Source: an optimization exercise on an open RTL-to-GDS flow (aim: small area and a short achievable clock period). Production flows keep margins and buffers that such runs may drop.
Where RTL was checked, it was by simulation tests only, not by an equivalence proof against the original.
Power and IR drop assume default switching activity.

==> inputs of trial 67 <==
## convPoolLayer
module convPoolLayer (
    input  logic               clock,
    input  logic               rstN,
    input  logic               pixValid,
    input  cnnPkg::pixelT      pixData,
    input  logic               coefValid,
    input  cnnPkg::coefWriteT  coefWr,
    output logic               poolValid,
    output cnnPkg::poolSampleT poolOut
);
make LEC_CHECK=0 CAP_MARGIN=20 CORE_MARGIN=2 CORE_UTILIZATION=40 SETUP_SLACK_MARGIN=4.0 SLEW_MARGIN=20 SYNTH_HIERARCHICAL=1 finish   # period 6.5 ns
run.sh (not shown) runs the stock make flow with config.mk's settings and CLKGATE_MAP_FILE= SYNTH_SCRIPT=/design/flow/synth_recipe.tcl, a recipe that flattens the netlist after the stock synthesis.
==> inputs of trial 19, as changes to trial 67 <==
Settings changed: CORE_UTILIZATION 40 to 65, CTS_BUF_LIST set to sky130_fd_sc_hd__clkbuf_4 sky130_fd_sc_hd__clkbuf_8.
==> notes <==
In trial 19 the fmax is smaller than in trial 67, by about 1.8%. First-iteration DRC count: trial 19 is larger than trial 67 (3.5%). Of trial 67 and trial 19, trial 67 has the higher register-to-register slack (gap 0.05 ns). Synthesized cell count is the same in trial 67 and trial 19. Between trial 19 and trial 67, the lower clock skew is in trial 67 (gap 0.0058 ns). Of trial 67 and trial 19, trial 19 has the higher non-clock buffer count (gap 1). In trial 19 the routed wire length is lower than in trial 67, by 3.4%. In trial 67 the global-route usage is lower than in trial 19, by 13 points. Against trial 19, the die area of trial 67 is larger by about 60%. Of trial 19 and trial 67, trial 19 has the higher utilization (gap 28 points). In trial 67 the combinational power is higher than in trial 19, by 2.2%.

* * *

==> inputs of 10-11 <==
convPoolLayer, a different RTL version from the one above (not shown whole).
==> module maxPool, before the edit <==
module maxPool (
    input  logic        clock,
    input  logic        rstN,
    input  logic        convValid,
    input  logic [18:0] conv,
    output logic        poolValid,
    output logic [23:0] poolOut
);
    logic [2:0] convRow;
    logic [2:0] convCol;
    logic signed [18:0] other;
    logic signed [18:0] pairQ [2];
    logic signed [18:0] value;
    logic               takeValue;
    logic signed [18:0] best;
    assign value     = conv;
    assign takeValue = (value > other) || (!convRow[0] && !convCol[0]);
    assign best      = takeValue ? value : other;
    always_ff @(posedge clock or negedge rstN) begin
        if (!rstN) begin
            convRow   <= '0;
            convCol   <= '0;
            poolValid <= 1'b0;
        end else begin
            poolValid <= convValid && convRow[0] && convCol[0];
            if (convValid) begin
                if (convCol == 3'd5) begin
                    convCol <= '0;
                    convRow <= (convRow == 3'd5) ? 3'd0 : convRow + 1'b1;
                end else begin
                    convCol <= convCol + 1'b1;
                end
            end
        end
    end
    always_ff @(posedge clock) begin
        if (convValid) begin
            if (!convCol[0]) begin
                other <= best;
            end else begin
                other    <= pairQ[1];
                pairQ[0] <= best;
                pairQ[1] <= pairQ[0];
            end
        end
        poolOut <= {best[18], best, convRow[2:1], convCol[2:1]};
    end
endmodule
export LEC_CHECK = 0
export CAP_MARGIN = 20
export CORE_MARGIN = 2
export CORE_UTILIZATION = 40
export SETUP_SLACK_MARGIN = 4.0
export SLEW_MARGIN = 20
export SYNTH_HIERARCHICAL = 1
create_clock -name core_clock -period 6.5 [get_ports {clock}]
==> 07-25: changes against 10-11 <==
--- a/flow/design.v
+++ b/flow/design.v
@@ -3598,7 +3598,13 @@
     logic               takeValue;
     logic signed [18:0] best;
     assign value     = conv;
-    assign takeValue = (value > other) || (!convRow[0] && !convCol[0]);
+    logic               greater;
+    gtCompare uGreater (
+        .a  (value),
+        .b  (other),
+        .gt (greater)
+    );
+    assign takeValue = greater || (!convRow[0] && !convCol[0]);
     assign best      = takeValue ? value : other;
     always_ff @(posedge clock or negedge rstN) begin
         if (!rstN) begin
@@ -3630,6 +3636,177 @@
         poolOut <= {best[18], best, convRow[2:1], convCol[2:1]};
     end
 endmodule
+module gtCompare (
+    input  logic [18:0] a,
+    input  logic [18:0] b,
+    output logic        gt
+);
+    logic g0_0;
+    logic e0_0;
+    logic g0_1;
+    logic e0_1;
+    logic g0_2;
+    logic e0_2;
+    logic g0_3;
+    logic e0_3;
+    logic g0_4;
+    logic e0_4;
+    logic g0_5;
+    logic e0_5;
+    logic g0_6;
+    logic e0_6;
+    logic g0_7;
+    logic e0_7;
+    logic g0_8;
+    logic e0_8;
+    logic g0_9;
+    logic e0_9;
+    logic g0_10;
+    logic e0_10;
+    logic g0_11;
+    logic e0_11;
+    logic g0_12;
+    logic e0_12;
+    logic g0_13;
+    logic e0_13;
+    logic g0_14;
+    logic e0_14;
+    logic g0_15;
+    logic e0_15;
+    logic g0_16;
+    logic e0_16;
+    logic g0_17;
+    logic e0_17;
+    logic g0_18;
+    logic e0_18;
+    logic g1_0;
+    logic e1_0;
+    logic g1_1;
+    logic e1_1;
+    logic g1_2;
+    logic e1_2;
+    logic g1_3;
+    logic e1_3;
+    logic g1_4;
+    logic e1_4;
+    logic g1_5;
+    logic e1_5;
+    logic g1_6;
+    logic e1_6;
+    logic g1_7;
+    logic e1_7;
+    logic g1_8;
+    logic e1_8;
+    logic g1_9;
+    logic e1_9;
+    logic g2_0;
+    logic e2_0;
+    logic g2_1;
+    logic e2_1;
+    logic g2_2;
+    logic e2_2;
+    logic g2_3;
+    logic e2_3;
+    logic g2_4;
+    logic e2_4;
+    logic g3_0;
+    logic e3_0;
+    logic g3_1;
+    logic e3_1;
+    logic g3_2;
+    logic e3_2;
+    logic g4_0;
+    logic e4_0;
+    logic g4_1;
+    logic e4_1;
+    logic g5_0;
+    logic e5_0;
+    assign g0_0 = a[0] & ~b[0];
+    assign e0_0 = ~(a[0] ^ b[0]);
+    assign g0_1 = a[1] & ~b[1];
+    assign e0_1 = ~(a[1] ^ b[1]);
+    assign g0_2 = a[2] & ~b[2];
+    assign e0_2 = ~(a[2] ^ b[2]);
+    assign g0_3 = a[3] & ~b[3];
+    assign e0_3 = ~(a[3] ^ b[3]);
+    assign g0_4 = a[4] & ~b[4];
+    assign e0_4 = ~(a[4] ^ b[4]);
+    assign g0_5 = a[5] & ~b[5];
+    assign e0_5 = ~(a[5] ^ b[5]);
+    assign g0_6 = a[6] & ~b[6];
+    assign e0_6 = ~(a[6] ^ b[6]);
+    assign g0_7 = a[7] & ~b[7];
+    assign e0_7 = ~(a[7] ^ b[7]);
+    assign g0_8 = a[8] & ~b[8];
+    assign e0_8 = ~(a[8] ^ b[8]);
+    assign g0_9 = a[9] & ~b[9];
+    assign e0_9 = ~(a[9] ^ b[9]);
+    assign g0_10 = a[10] & ~b[10];
+    assign e0_10 = ~(a[10] ^ b[10]);
+    assign g0_11 = a[11] & ~b[11];
+    assign e0_11 = ~(a[11] ^ b[11]);
+    assign g0_12 = a[12] & ~b[12];
+    assign e0_12 = ~(a[12] ^ b[12]);
+    assign g0_13 = a[13] & ~b[13];
+    assign e0_13 = ~(a[13] ^ b[13]);
+    assign g0_14 = a[14] & ~b[14];
+    assign e0_14 = ~(a[14] ^ b[14]);
+    assign g0_15 = a[15] & ~b[15];
+    assign e0_15 = ~(a[15] ^ b[15]);
+    assign g0_16 = a[16] & ~b[16];
+    assign e0_16 = ~(a[16] ^ b[16]);
+    assign g0_17 = a[17] & ~b[17];
+    assign e0_17 = ~(a[17] ^ b[17]);
+    assign g0_18 = ~a[18] & b[18];
+    assign e0_18 = ~(a[18] ^ b[18]);
+    gtNodeP uN1_0 (.gh(g0_1), .eh(e0_1), .gl(g0_0), .el(e0_0), .g(g1_0), .e(e1_0));
+    gtNodeP uN1_1 (.gh(g0_3), .eh(e0_3), .gl(g0_2), .el(e0_2), .g(g1_1), .e(e1_1));
+    gtNodeP uN1_2 (.gh(g0_5), .eh(e0_5), .gl(g0_4), .el(e0_4), .g(g1_2), .e(e1_2));
+    gtNodeP uN1_3 (.gh(g0_7), .eh(e0_7), .gl(g0_6), .el(e0_6), .g(g1_3), .e(e1_3));
+    gtNodeP uN1_4 (.gh(g0_9), .eh(e0_9), .gl(g0_8), .el(e0_8), .g(g1_4), .e(e1_4));
+    gtNodeP uN1_5 (.gh(g0_11), .eh(e0_11), .gl(g0_10), .el(e0_10), .g(g1_5), .e(e1_5));
+    gtNodeP uN1_6 (.gh(g0_13), .eh(e0_13), .gl(g0_12), .el(e0_12), .g(g1_6), .e(e1_6));
+    gtNodeP uN1_7 (.gh(g0_15), .eh(e0_15), .gl(g0_14), .el(e0_14), .g(g1_7), .e(e1_7));
+    gtNodeP uN1_8 (.gh(g0_17), .eh(e0_17), .gl(g0_16), .el(e0_16), .g(g1_8), .e(e1_8));
+    assign g1_9 = ~g0_18;
+    assign e1_9 = ~e0_18;
+    gtNodeN uN2_0 (.gh(g1_1), .eh(e1_1), .gl(g1_0), .el(e1_0), .g(g2_0), .e(e2_0));
+    gtNodeN uN2_1 (.gh(g1_3), .eh(e1_3), .gl(g1_2), .el(e1_2), .g(g2_1), .e(e2_1));
+    gtNodeN uN2_2 (.gh(g1_5), .eh(e1_5), .gl(g1_4), .el(e1_4), .g(g2_2), .e(e2_2));
+    gtNodeN uN2_3 (.gh(g1_7), .eh(e1_7), .gl(g1_6), .el(e1_6), .g(g2_3), .e(e2_3));
+    gtNodeN uN2_4 (.gh(g1_9), .eh(e1_9), .gl(g1_8), .el(e1_8), .g(g2_4), .e(e2_4));
+    gtNodeP uN3_0 (.gh(g2_1), .eh(e2_1), .gl(g2_0), .el(e2_0), .g(g3_0), .e(e3_0));
+    gtNodeP uN3_1 (.gh(g2_3), .eh(e2_3), .gl(g2_2), .el(e2_2), .g(g3_1), .e(e3_1));
+    assign g3_2 = ~g2_4;
+    assign e3_2 = ~e2_4;
+    gtNodeN uN4_0 (.gh(g3_1), .eh(e3_1), .gl(g3_0), .el(e3_0), .g(g4_0), .e(e4_0));
+    assign g4_1 = ~g3_2;
+    assign e4_1 = ~e3_2;
+    gtNodeP uN5_0 (.gh(g4_1), .eh(e4_1), .gl(g4_0), .el(e4_0), .g(g5_0), .e(e5_0));
+    assign gt = ~g5_0;
+endmodule
+module gtNodeP (
+    input  logic gh,
+    input  logic eh,
+    input  logic gl,
+    input  logic el,
+    output logic g,
+    output logic e
+);
+    assign g = ~(gh | (eh & gl));
+    assign e = ~(eh & el);
+endmodule
+module gtNodeN (
+    input  logic gh,
+    input  logic eh,
+    input  logic gl,
+    input  logic el,
+    output logic g,
+    output logic e
+);
+    assign g = ~(gh & (eh | gl));
+    assign e = ~(eh | el);
+endmodule
 `timescale 1ns/1ps
 module convPoolLayer (
     input  logic               clock,
Settings changed: CORE_UTILIZATION 40 to 65.
==> summary.log <==
[die] Initial Utilization 40.5%
[status] result of the run timing/DRC/antenna clean
[final_layout] total of fill cells in the finished design 7025
[synthesis] average cell area after synthesis 14.0 um^2
[synthesis] post-synthesis compound-gate area fraction 2.04%
[critical_path] startpoint of the lowest-slack register-to-register path uMaxPool.other[14]
[drt] 1st-iter DRT viols 1490
[synthesis] total standard cell area after synthesis 33200 um^2
[die] Die Outline Area 85400 um^2
[synthesis] Syn Nets 2993
[synthesis] Yosys reg bits 647
[global_route] largest net degree at the start of global routing 96
[final_layout] number of standard cells in the layout, taps in and fillers out 3616
the above is filed under 10-11

==> summary.log <==
[final_layout] number of standard cells in the layout, taps in and fillers out 3174
[clock_network] Post-CTS Hold Fix Bufs 0
[synthesis] total standard cell area after synthesis 32700 um^2
[synthesis] Syn Nets 2866
[final_layout] total of fill cells in the finished design 3120
[drt] 1st-iter DRT viols 1583
[die] Initial Utilization 65.5%
[die] Die Outline Area 52200 um^2
[power_and_ir_drop] power density over cell area 549 nW/um^2
[global_route] largest net degree at the start of global routing 87
[sta] slew at the pin closest to its max-slew limit 1070 ps
[status] result of the run timing/DRC/antenna clean
[synthesis] average cell area after synthesis 14.6 um^2
the above is filed under 07-25

No functional check of the RTL was part of 10-11.

* * *

==> run M <==
convPoolLayer, a different RTL version from the one above (not shown whole).
clock: 6.5 ns
lec_check: 0
cap_margin: 20
core_margin: 2
core_utilization: 40
setup_slack_margin: 3.5
slew_margin: 20
synth_hierarchical: 1
==> inputs of run X, as changes to run M <==
--- a/flow/design.v
+++ b/flow/design.v
@@ -3345,12 +3345,12 @@
     logic [2:0] convRow;
     logic [2:0] convCol;
+    logic signed [18:0] first;
+    logic signed [18:0] pairQ [3];
     logic signed [18:0] other;
-    logic signed [18:0] pairQ [2];
-    logic signed [18:0] value;
-    logic               takeValue;
     logic signed [18:0] best;
-    assign value     = conv;
-    assign takeValue = (value > other) || (!convRow[0] && !convCol[0]);
-    assign best      = takeValue ? value : other;
+    logic signed [18:0] value;
+    assign value = conv;
+    assign other = convCol[0] ? first : pairQ[2];
+    assign best  = (value > other) ? value : other;
     always_ff @(posedge clock or negedge rstN) begin
         if (!rstN) begin
@@ -3373,9 +3373,9 @@
         if (convValid) begin
             if (!convCol[0]) begin
-                other <= best;
+                first <= convRow[0] ? best : value;
             end else begin
-                other    <= pairQ[1];
                 pairQ[0] <= best;
                 pairQ[1] <= pairQ[0];
+                pairQ[2] <= pairQ[1];
             end
         end
--- a/flow/config.mk
+++ b/flow/config.mk
@@ -9,5 +9,5 @@
 export CORE_MARGIN = 2
 export CORE_UTILIZATION = 40
-export SETUP_SLACK_MARGIN = 3.5
+export SETUP_SLACK_MARGIN = 2.5
 export SLEW_MARGIN = 20
 export SYNTH_HIERARCHICAL = 1
==> comparison <==
Against run X, the hold slack of run M is worse by 2.3 ps.
Final area: run X is smaller than run M (2.7%).
Between run X and run M, the lower wire length is in run X (gap about 4%, measured against run M).
Flip-flop and latch count: run X is higher than run M (19).
Against run X, the clock skew of run M is lower by 6.0 ps.
In run X the first-iteration DRC count is larger than in run M, by about 3.6%.
Sequential power: run M is smaller than run X (about 4%).
==> figures <==
quantity                                                      run M        run X
Total of cells resized after clock tree synthesis                54            1
Multi-input gate share of the layout cell area                0.485        0.491
Horizontal die dimension                                     281 um       283 um
Path length in cells of the critical path                         8            9
Number of non-clock buffers                                     194           55
Post-layout util                                              0.466        0.445
Fraction of the yosys area taken by sequential cells          0.421        0.433
Run status                                 timing/DRC/antenna clean  timing/DRC/antenna clean
Portion of total power attributed to the clock network        0.157        0.155
Total power per unit cell area                          622 nW/um^2  620 nW/um^2
Data arrival time of the worst path                         3600 ps      3970 ps
Power, Total                                                22.0 mW      21.4 mW
Reported sequential group power                             5.71 mW      5.95 mW
Worst-path maximum fanout                                         3           22
Wire length the detailed router placed on met1             33900 um     34100 um
No run of this note included a check of the RTL's function; only the layout flow was run.

* * *

==> v5 <==
convPoolLayer, a different RTL version from the one above (not shown whole).
Design convPoolLayer, start of the top module:
module convPoolLayer (
    input  logic               clock,
    input  logic               rstN,
    input  logic               pixValid,
    input  cnnPkg::pixelT      pixData,
    input  logic               coefValid,
    input  cnnPkg::coefWriteT  coefWr,
    output logic               poolValid,
    output cnnPkg::poolSampleT poolOut
);
make LEC_CHECK=0 CAP_MARGIN=20 CORE_MARGIN=2 CORE_UTILIZATION=40 SETUP_SLACK_MARGIN=3.5 SLEW_MARGIN=20 SYNTH_HIERARCHICAL=1 finish   # period 6.5 ns
==> v27: changes against v5 <==
--- a/flow/design.v
+++ b/flow/design.v
@@ -49,34 +49,22 @@
     input  logic        coefValid,
     input  logic [11:0] coefWr,
     output logic [71:0] wgt,
     output logic [7:0]  bias
 );
-    logic        wrValid;
-    logic [11:0] wr;
-    always_ff @(posedge clock or negedge rstN) begin
-        if (!rstN) begin
-            wrValid <= 1'b0;
-        end else begin
-            wrValid <= coefValid;
-        end
-    end
-    always_ff @(posedge clock) begin
-        wr <= coefWr;
-    end
     always_ff @(posedge clock or negedge rstN) begin
         if (!rstN) begin
             wgt  <= '0;
             bias <= '0;
-        end else if (wrValid) begin
+        end else if (coefValid) begin
             for (int i = 0; i < 9; i++) begin
-                if (wr[11:8] == 4'(i)) begin
-                    wgt[8*i +: 8] <= wr[7:0];
+                if (coefWr[11:8] == 4'(i)) begin
+                    wgt[8*i +: 8] <= coefWr[7:0];
                 end
             end
-            if (wr[11:8] == 4'd9) begin
-                bias <= wr[7:0];
+            if (coefWr[11:8] == 4'd9) begin
+                bias <= coefWr[7:0];
             end
         end
     end
 endmodule
 `timescale 1ns/1ps
@@ -1976,24 +1964,14 @@
     logic s2r165;
     logic s2r166;
     logic s2r167;
     logic s2r168;
     logic s2r169;
-    logic hs0;
-    logic hc0;
-    logic hs1;
-    logic hc1;
-    logic hs2;
-    logic hc2;
     logic fs547;
     logic fc547;
     logic fs548;
     logic fc548;
-    logic hs3;
-    logic hc3;
-    logic hs4;
-    logic hc4;
     logic fs549;
     logic fc549;
     logic fs550;
     logic fc550;
     logic fs551;
@@ -2002,16 +1980,20 @@
     logic fc552;
     logic fs553;
     logic fc553;
     logic fs554;
     logic fc554;
-    logic hs5;
-    logic hc5;
-    logic hs6;
-    logic hc6;
-    logic hs7;
-    logic hc7;
+    logic fs555;
+    logic fc555;
+    logic fs556;
+    logic fc556;
+    logic fs557;
+    logic fc557;
+    logic fs558;
+    logic fc558;
+    logic fs559;
+    logic fc559;
     logic [18:0] opA;
     logic [18:0] opB;
     assign pp0 = ~(pix[0] & wgt[0]);
     assign pp1 = ~(pix[8] & wgt[8]);
     assign pp2 = ~(pix[16] & wgt[16]);
@@ -3320,36 +3302,25 @@
         s2r166 <= fs546;
         s2r167 <= fc546;
         s2r168 <= fs535;
         s2r169 <= fc535;
     end
-    assign hs0 = ~(s2r140 ^ s2r141);
-    assign hc0 = s2r140 | s2r141;
-    assign hs1 = ~(s2r144 ^ s2r145);
-    assign hc1 = s2r144 | s2r145;
-    assign hs2 = ~(s2r147 ^ s2r148);
-    assign hc2 = s2r147 | s2r148;
-    fullAdder uFa547 (.a(s2r150), .b(s2r151), .c(s2r152), .s(fs547), .co(fc547));
-    fullAdder uFa548 (.a(s2r154), .b(s2r155), .c(s2r156), .s(fs548), .co(fc548));
-    assign hs3 = ~(s2r136 ^ s2r137);
-    assign hc3 = s2r136 | s2r137;
-    assign hs4 = ~(hs0 ^ s2r142);
-    assign hc4 = hs0 | s2r142;
-    fullAdder uFa549 (.a(hc0), .b(hs1), .c(s2r146), .s(fs549), .co(fc549));
-    fullAdder uFa550 (.a(hc1), .b(hs2), .c(s2r149), .s(fs550), .co(fc550));
-    fullAdder uFa551 (.a(hc2), .b(fs547), .c(s2r153), .s(fs551), .co(fc551));
-    fullAdder uFa552 (.a(fc547), .b(fs548), .c(s2r157), .s(fs552), .co(fc552));
-    fullAdder uFa553 (.a(fc548), .b(s2r158), .c(s2r159), .s(fs553), .co(fc553));
-    fullAdder uFa554 (.a(s2r160), .b(s2r161), .c(s2r162), .s(fs554), .co(fc554));
-    assign hs5 = ~(s2r163 ^ s2r164);
-    assign hc5 = s2r163 | s2r164;
-    assign hs6 = ~(s2r165 ^ s2r166);
-    assign hc6 = s2r165 | s2r166;
-    assign hs7 = ~(s2r167 ^ s2r168);
-    assign hc7 = s2r167 | s2r168;
-    assign opA = {hc7, hc6, hc5, fc554, fc553, fc552, fc551, fc550, fc549, hc4, hs4, hc3, hs3, s2r135, s2r134, s2r132, s2r131, s2r130, s2r128};
-    assign opB = {s2r169, hs7, hs6, hs5, fs554, fs553, fs552, fs551, fs550, fs549, s2r143, s2r139, s2r138, 1'b1, 1'b1, s2r133, 1'b1, 1'b1, s2r129};
+    fullAdder uFa547 (.a(s2r136), .b(s2r137), .c(s2r138), .s(fs547), .co(fc547));
+    fullAdder uFa548 (.a(s2r140), .b(s2r141), .c(s2r142), .s(fs548), .co(fc548));
+    fullAdder uFa549 (.a(s2r144), .b(s2r145), .c(s2r146), .s(fs549), .co(fc549));
+    fullAdder uFa550 (.a(s2r147), .b(s2r148), .c(s2r149), .s(fs550), .co(fc550));
+    fullAdder uFa551 (.a(s2r150), .b(s2r151), .c(s2r152), .s(fs551), .co(fc551));
+    fullAdder uFa552 (.a(s2r154), .b(s2r155), .c(s2r156), .s(fs552), .co(fc552));
+    fullAdder uFa553 (.a(s2r160), .b(s2r161), .c(s2r162), .s(fs553), .co(fc553));
+    fullAdder uFa554 (.a(fc550), .b(fs551), .c(s2r153), .s(fs554), .co(fc554));
+    fullAdder uFa555 (.a(fc551), .b(fs552), .c(s2r157), .s(fs555), .co(fc555));
+    fullAdder uFa556 (.a(fc552), .b(s2r158), .c(s2r159), .s(fs556), .co(fc556));
+    fullAdder uFa557 (.a(fc553), .b(s2r163), .c(s2r164), .s(fs557), .co(fc557));
+    fullAdder uFa558 (.a(fc557), .b(s2r165), .c(s2r166), .s(fs558), .co(fc558));
+    fullAdder uFa559 (.a(fc558), .b(s2r167), .c(s2r168), .s(fs559), .co(fc559));
+    assign opA = {fc559, fs559, fs558, fs557, fc556, fc555, fc554, fs554, fc549, fc548, fs548, fc547, fs547, s2r135, s2r134, s2r132, s2r131, s2r130, s2r128};
+    assign opB = {s2r169, 1'b1, 1'b1, 1'b1, fs553, fs556, fs555, 1'b1, fs550, fs549, s2r143, s2r139, 1'b1, 1'b1, 1'b1, s2r133, 1'b1, 1'b1, s2r129};
     always_ff @(posedge clock) begin
         sum <= ~opA + ~opB;
     end
 endmodule
 module fullAdder (
@@ -3371,18 +3342,18 @@
     output logic        poolValid,
     output logic [23:0] poolOut
 );
     logic [2:0] convRow;
     logic [2:0] convCol;
+    logic signed [18:0] first;
+    logic signed [18:0] pairQ [3];
     logic signed [18:0] other;
-    logic signed [18:0] pairQ [2];
-    logic signed [18:0] value;
-    logic               takeValue;
     logic signed [18:0] best;
-    assign value     = conv;
-    assign takeValue = (value > other) || (!convRow[0] && !convCol[0]);
-    assign best      = takeValue ? value : other;
+    logic signed [18:0] value;
+    assign value = conv;
+    assign other = convCol[0] ? first : pairQ[2];
+    assign best  = (value > other) ? value : other;
     always_ff @(posedge clock or negedge rstN) begin
         if (!rstN) begin
             convRow   <= '0;
             convCol   <= '0;
             poolValid <= 1'b0;
@@ -3399,15 +3370,15 @@
         end
     end
     always_ff @(posedge clock) begin
         if (convValid) begin
             if (!convCol[0]) begin
-                other <= best;
+                first <= convRow[0] ? best : value;
             end else begin
-                other    <= pairQ[1];
                 pairQ[0] <= best;
                 pairQ[1] <= pairQ[0];
+                pairQ[2] <= pairQ[1];
             end
         end
         poolOut <= {best[18], best, convRow[2:1], convCol[2:1]};
     end
 endmodule
==> v14: changes against v5 <==
--- a/flow/design.v
+++ b/flow/design.v
@@ -49,34 +49,22 @@
     input  logic        coefValid,
     input  logic [11:0] coefWr,
     output logic [71:0] wgt,
     output logic [7:0]  bias
 );
-    logic        wrValid;
-    logic [11:0] wr;
-    always_ff @(posedge clock or negedge rstN) begin
-        if (!rstN) begin
-            wrValid <= 1'b0;
-        end else begin
-            wrValid <= coefValid;
-        end
-    end
-    always_ff @(posedge clock) begin
-        wr <= coefWr;
-    end
     always_ff @(posedge clock or negedge rstN) begin
         if (!rstN) begin
             wgt  <= '0;
             bias <= '0;
-        end else if (wrValid) begin
+        end else if (coefValid) begin
             for (int i = 0; i < 9; i++) begin
-                if (wr[11:8] == 4'(i)) begin
-                    wgt[8*i +: 8] <= wr[7:0];
+                if (coefWr[11:8] == 4'(i)) begin
+                    wgt[8*i +: 8] <= coefWr[7:0];
                 end
             end
-            if (wr[11:8] == 4'd9) begin
-                bias <= wr[7:0];
+            if (coefWr[11:8] == 4'd9) begin
+                bias <= coefWr[7:0];
             end
         end
     end
 endmodule
 `timescale 1ns/1ps
@@ -1976,24 +1964,14 @@
     logic s2r165;
     logic s2r166;
     logic s2r167;
     logic s2r168;
     logic s2r169;
-    logic hs0;
-    logic hc0;
-    logic hs1;
-    logic hc1;
-    logic hs2;
-    logic hc2;
     logic fs547;
     logic fc547;
     logic fs548;
     logic fc548;
-    logic hs3;
-    logic hc3;
-    logic hs4;
-    logic hc4;
     logic fs549;
     logic fc549;
     logic fs550;
     logic fc550;
     logic fs551;
@@ -2002,16 +1980,20 @@
     logic fc552;
     logic fs553;
     logic fc553;
     logic fs554;
     logic fc554;
-    logic hs5;
-    logic hc5;
-    logic hs6;
-    logic hc6;
-    logic hs7;
-    logic hc7;
+    logic fs555;
+    logic fc555;
+    logic fs556;
+    logic fc556;
+    logic fs557;
+    logic fc557;
+    logic fs558;
+    logic fc558;
+    logic fs559;
+    logic fc559;
     logic [18:0] opA;
     logic [18:0] opB;
     assign pp0 = ~(pix[0] & wgt[0]);
     assign pp1 = ~(pix[8] & wgt[8]);
     assign pp2 = ~(pix[16] & wgt[16]);
@@ -3320,36 +3302,25 @@
         s2r166 <= fs546;
         s2r167 <= fc546;
         s2r168 <= fs535;
         s2r169 <= fc535;
     end
-    assign hs0 = ~(s2r140 ^ s2r141);
-    assign hc0 = s2r140 | s2r141;
-    assign hs1 = ~(s2r144 ^ s2r145);
-    assign hc1 = s2r144 | s2r145;
-    assign hs2 = ~(s2r147 ^ s2r148);
-    assign hc2 = s2r147 | s2r148;
-    fullAdder uFa547 (.a(s2r150), .b(s2r151), .c(s2r152), .s(fs547), .co(fc547));
-    fullAdder uFa548 (.a(s2r154), .b(s2r155), .c(s2r156), .s(fs548), .co(fc548));
-    assign hs3 = ~(s2r136 ^ s2r137);
-    assign hc3 = s2r136 | s2r137;
-    assign hs4 = ~(hs0 ^ s2r142);
-    assign hc4 = hs0 | s2r142;
-    fullAdder uFa549 (.a(hc0), .b(hs1), .c(s2r146), .s(fs549), .co(fc549));
-    fullAdder uFa550 (.a(hc1), .b(hs2), .c(s2r149), .s(fs550), .co(fc550));
-    fullAdder uFa551 (.a(hc2), .b(fs547), .c(s2r153), .s(fs551), .co(fc551));
-    fullAdder uFa552 (.a(fc547), .b(fs548), .c(s2r157), .s(fs552), .co(fc552));
-    fullAdder uFa553 (.a(fc548), .b(s2r158), .c(s2r159), .s(fs553), .co(fc553));
-    fullAdder uFa554 (.a(s2r160), .b(s2r161), .c(s2r162), .s(fs554), .co(fc554));
-    assign hs5 = ~(s2r163 ^ s2r164);
-    assign hc5 = s2r163 | s2r164;
-    assign hs6 = ~(s2r165 ^ s2r166);
-    assign hc6 = s2r165 | s2r166;
-    assign hs7 = ~(s2r167 ^ s2r168);
-    assign hc7 = s2r167 | s2r168;
-    assign opA = {hc7, hc6, hc5, fc554, fc553, fc552, fc551, fc550, fc549, hc4, hs4, hc3, hs3, s2r135, s2r134, s2r132, s2r131, s2r130, s2r128};
-    assign opB = {s2r169, hs7, hs6, hs5, fs554, fs553, fs552, fs551, fs550, fs549, s2r143, s2r139, s2r138, 1'b1, 1'b1, s2r133, 1'b1, 1'b1, s2r129};
+    fullAdder uFa547 (.a(s2r136), .b(s2r137), .c(s2r138), .s(fs547), .co(fc547));
+    fullAdder uFa548 (.a(s2r140), .b(s2r141), .c(s2r142), .s(fs548), .co(fc548));
+    fullAdder uFa549 (.a(s2r144), .b(s2r145), .c(s2r146), .s(fs549), .co(fc549));
+    fullAdder uFa550 (.a(s2r147), .b(s2r148), .c(s2r149), .s(fs550), .co(fc550));
+    fullAdder uFa551 (.a(s2r150), .b(s2r151), .c(s2r152), .s(fs551), .co(fc551));
+    fullAdder uFa552 (.a(s2r154), .b(s2r155), .c(s2r156), .s(fs552), .co(fc552));
+    fullAdder uFa553 (.a(s2r160), .b(s2r161), .c(s2r162), .s(fs553), .co(fc553));
+    fullAdder uFa554 (.a(fc550), .b(fs551), .c(s2r153), .s(fs554), .co(fc554));
+    fullAdder uFa555 (.a(fc551), .b(fs552), .c(s2r157), .s(fs555), .co(fc555));
+    fullAdder uFa556 (.a(fc552), .b(s2r158), .c(s2r159), .s(fs556), .co(fc556));
+    fullAdder uFa557 (.a(fc553), .b(s2r163), .c(s2r164), .s(fs557), .co(fc557));
+    fullAdder uFa558 (.a(fc557), .b(s2r165), .c(s2r166), .s(fs558), .co(fc558));
+    fullAdder uFa559 (.a(fc558), .b(s2r167), .c(s2r168), .s(fs559), .co(fc559));
+    assign opA = {fc559, fs559, fs558, fs557, fc556, fc555, fc554, fs554, fc549, fc548, fs548, fc547, fs547, s2r135, s2r134, s2r132, s2r131, s2r130, s2r128};
+    assign opB = {s2r169, 1'b1, 1'b1, 1'b1, fs553, fs556, fs555, 1'b1, fs550, fs549, s2r143, s2r139, 1'b1, 1'b1, 1'b1, s2r133, 1'b1, 1'b1, s2r129};
     always_ff @(posedge clock) begin
         sum <= ~opA + ~opB;
     end
 endmodule
 module fullAdder (
--- a/flow/config.mk
+++ b/flow/config.mk
@@ -6,8 +6,8 @@
 export NUM_CORES = 4
 export LEC_CHECK = 0
 export CAP_MARGIN = 20
 export CORE_MARGIN = 2
 export CORE_UTILIZATION = 40
-export SETUP_SLACK_MARGIN = 3.5
+export SETUP_SLACK_MARGIN = 4.2
 export SLEW_MARGIN = 20
 export SYNTH_HIERARCHICAL = 1
==> comparison <==
Area after synthesis: v27 > v14 > v5.
Combinational power: v14 is larger than v27 (24%).
v27 passed the timing, design-rule and antenna checks. v14 finished with timing, DRC and antenna clean. v5 completed with no timing, DRC or antenna violations.
Against v27, the worst setup slack of v5 is higher by 0.24 ns.
Of v5 and v27, v27 has the higher flip-flop and latch count (gap 6).
==> figures <==
| item | v27 | v14 | v5 |
|---|---|---|---|
| Arrival time at the worst endpoint | 3.60 ns | 3.54 ns | 3.49 ns |
| Basic-gate share of the synthesized area counting and, or, nand and nor cells | 9.87% | 10.6% | 10.3% |
| Outcome | timing/DRC/antenna clean | timing/DRC/antenna clean | timing/DRC/antenna clean |
| Core Rows | 102 | 101 | 101 |
| Number of clock-tree buffers in the layout | 76 | 81 | 79 |
| CP required | 6.86 ns | 7.00 ns | 6.98 ns |
| Floorplan die width | 283 µm | 281 µm | 281 µm |
| Syn nets | 2829 | 2864 | 2816 |
| Shortest period the worst path allows | 3.24 ns | 3.04 ns | 3.00 ns |
| Half-perimeter wire length after placement | 65.4 mm | 66.5 mm | 67.7 mm |
No functional check of the RTL was part of any run of this note.

==> port drivers added, routing unchanged <==
How much do the figures lean on ideal ports? The routed layouts below were timed once more, with nothing changed but the port constraints. Step 1: set_driving_cell puts a clkbuf_16 on clock and a buf_2 on each other input, an assumption about the parent block. Step 2 moves the port delays by t, midway between the first and last clock arrival at a register: inputs arrive t later, outputs are due t later. That takes back most of the time a late clock gives input paths. a / b / c = no drivers / after step 1 / after step 2; a / b = the first two.
run | t, ns | setup slack, ns | hold slack, ns | latest minus earliest clock arrival (ns) | worst slew at a driven data input, ns
trial 67 | 0.691 | 3.952 / 3.952 / 3.447 | 0.311 / 0.311 / 0.311 | 0.029 / 0.029 | 0.04
trial 19 | 0.774 | 3.905 / 3.905 / 3.475 | 0.326 / 0.326 / 0.326 | 0.037 / 0.037 | 0.04
10-11 | 0.678 | 3.678 / 3.678 / 3.678 | 0.326 / 0.326 / 0.326 | 0.020 / 0.020 | 0.05
07-25 | 0.664 | 3.970 / 3.970 / 3.519 | 0.325 / 0.325 / 0.325 | 0.018 / 0.018 | 0.04
run M | 0.674 | 3.371 / 3.371 / 3.114 | 0.324 / 0.324 / 0.324 | 0.035 / 0.035 | 0.04
run X | 0.681 | 2.870 / 2.870 / 2.870 | 0.327 / 0.327 / 0.327 | 0.042 / 0.042 | 0.04
v5 | 0.683 | 3.497 / 3.497 / 3.497 | 0.326 / 0.326 / 0.326 | 0.030 / 0.030 | 0.04
v27 | 0.691 | 3.259 / 3.259 / 3.244 | 0.325 / 0.325 / 0.325 | 0.049 / 0.049 | 0.04
v14 | 0.681 | 3.457 / 3.457 / 3.457 | 0.329 / 0.329 / 0.329 | 0.027 / 0.028 | 0.05
After both steps every run listed still meets setup and hold. The setup slack of trial 67, which loses most, moves by 0.000 ns with the drivers and by -0.505 ns with both steps.
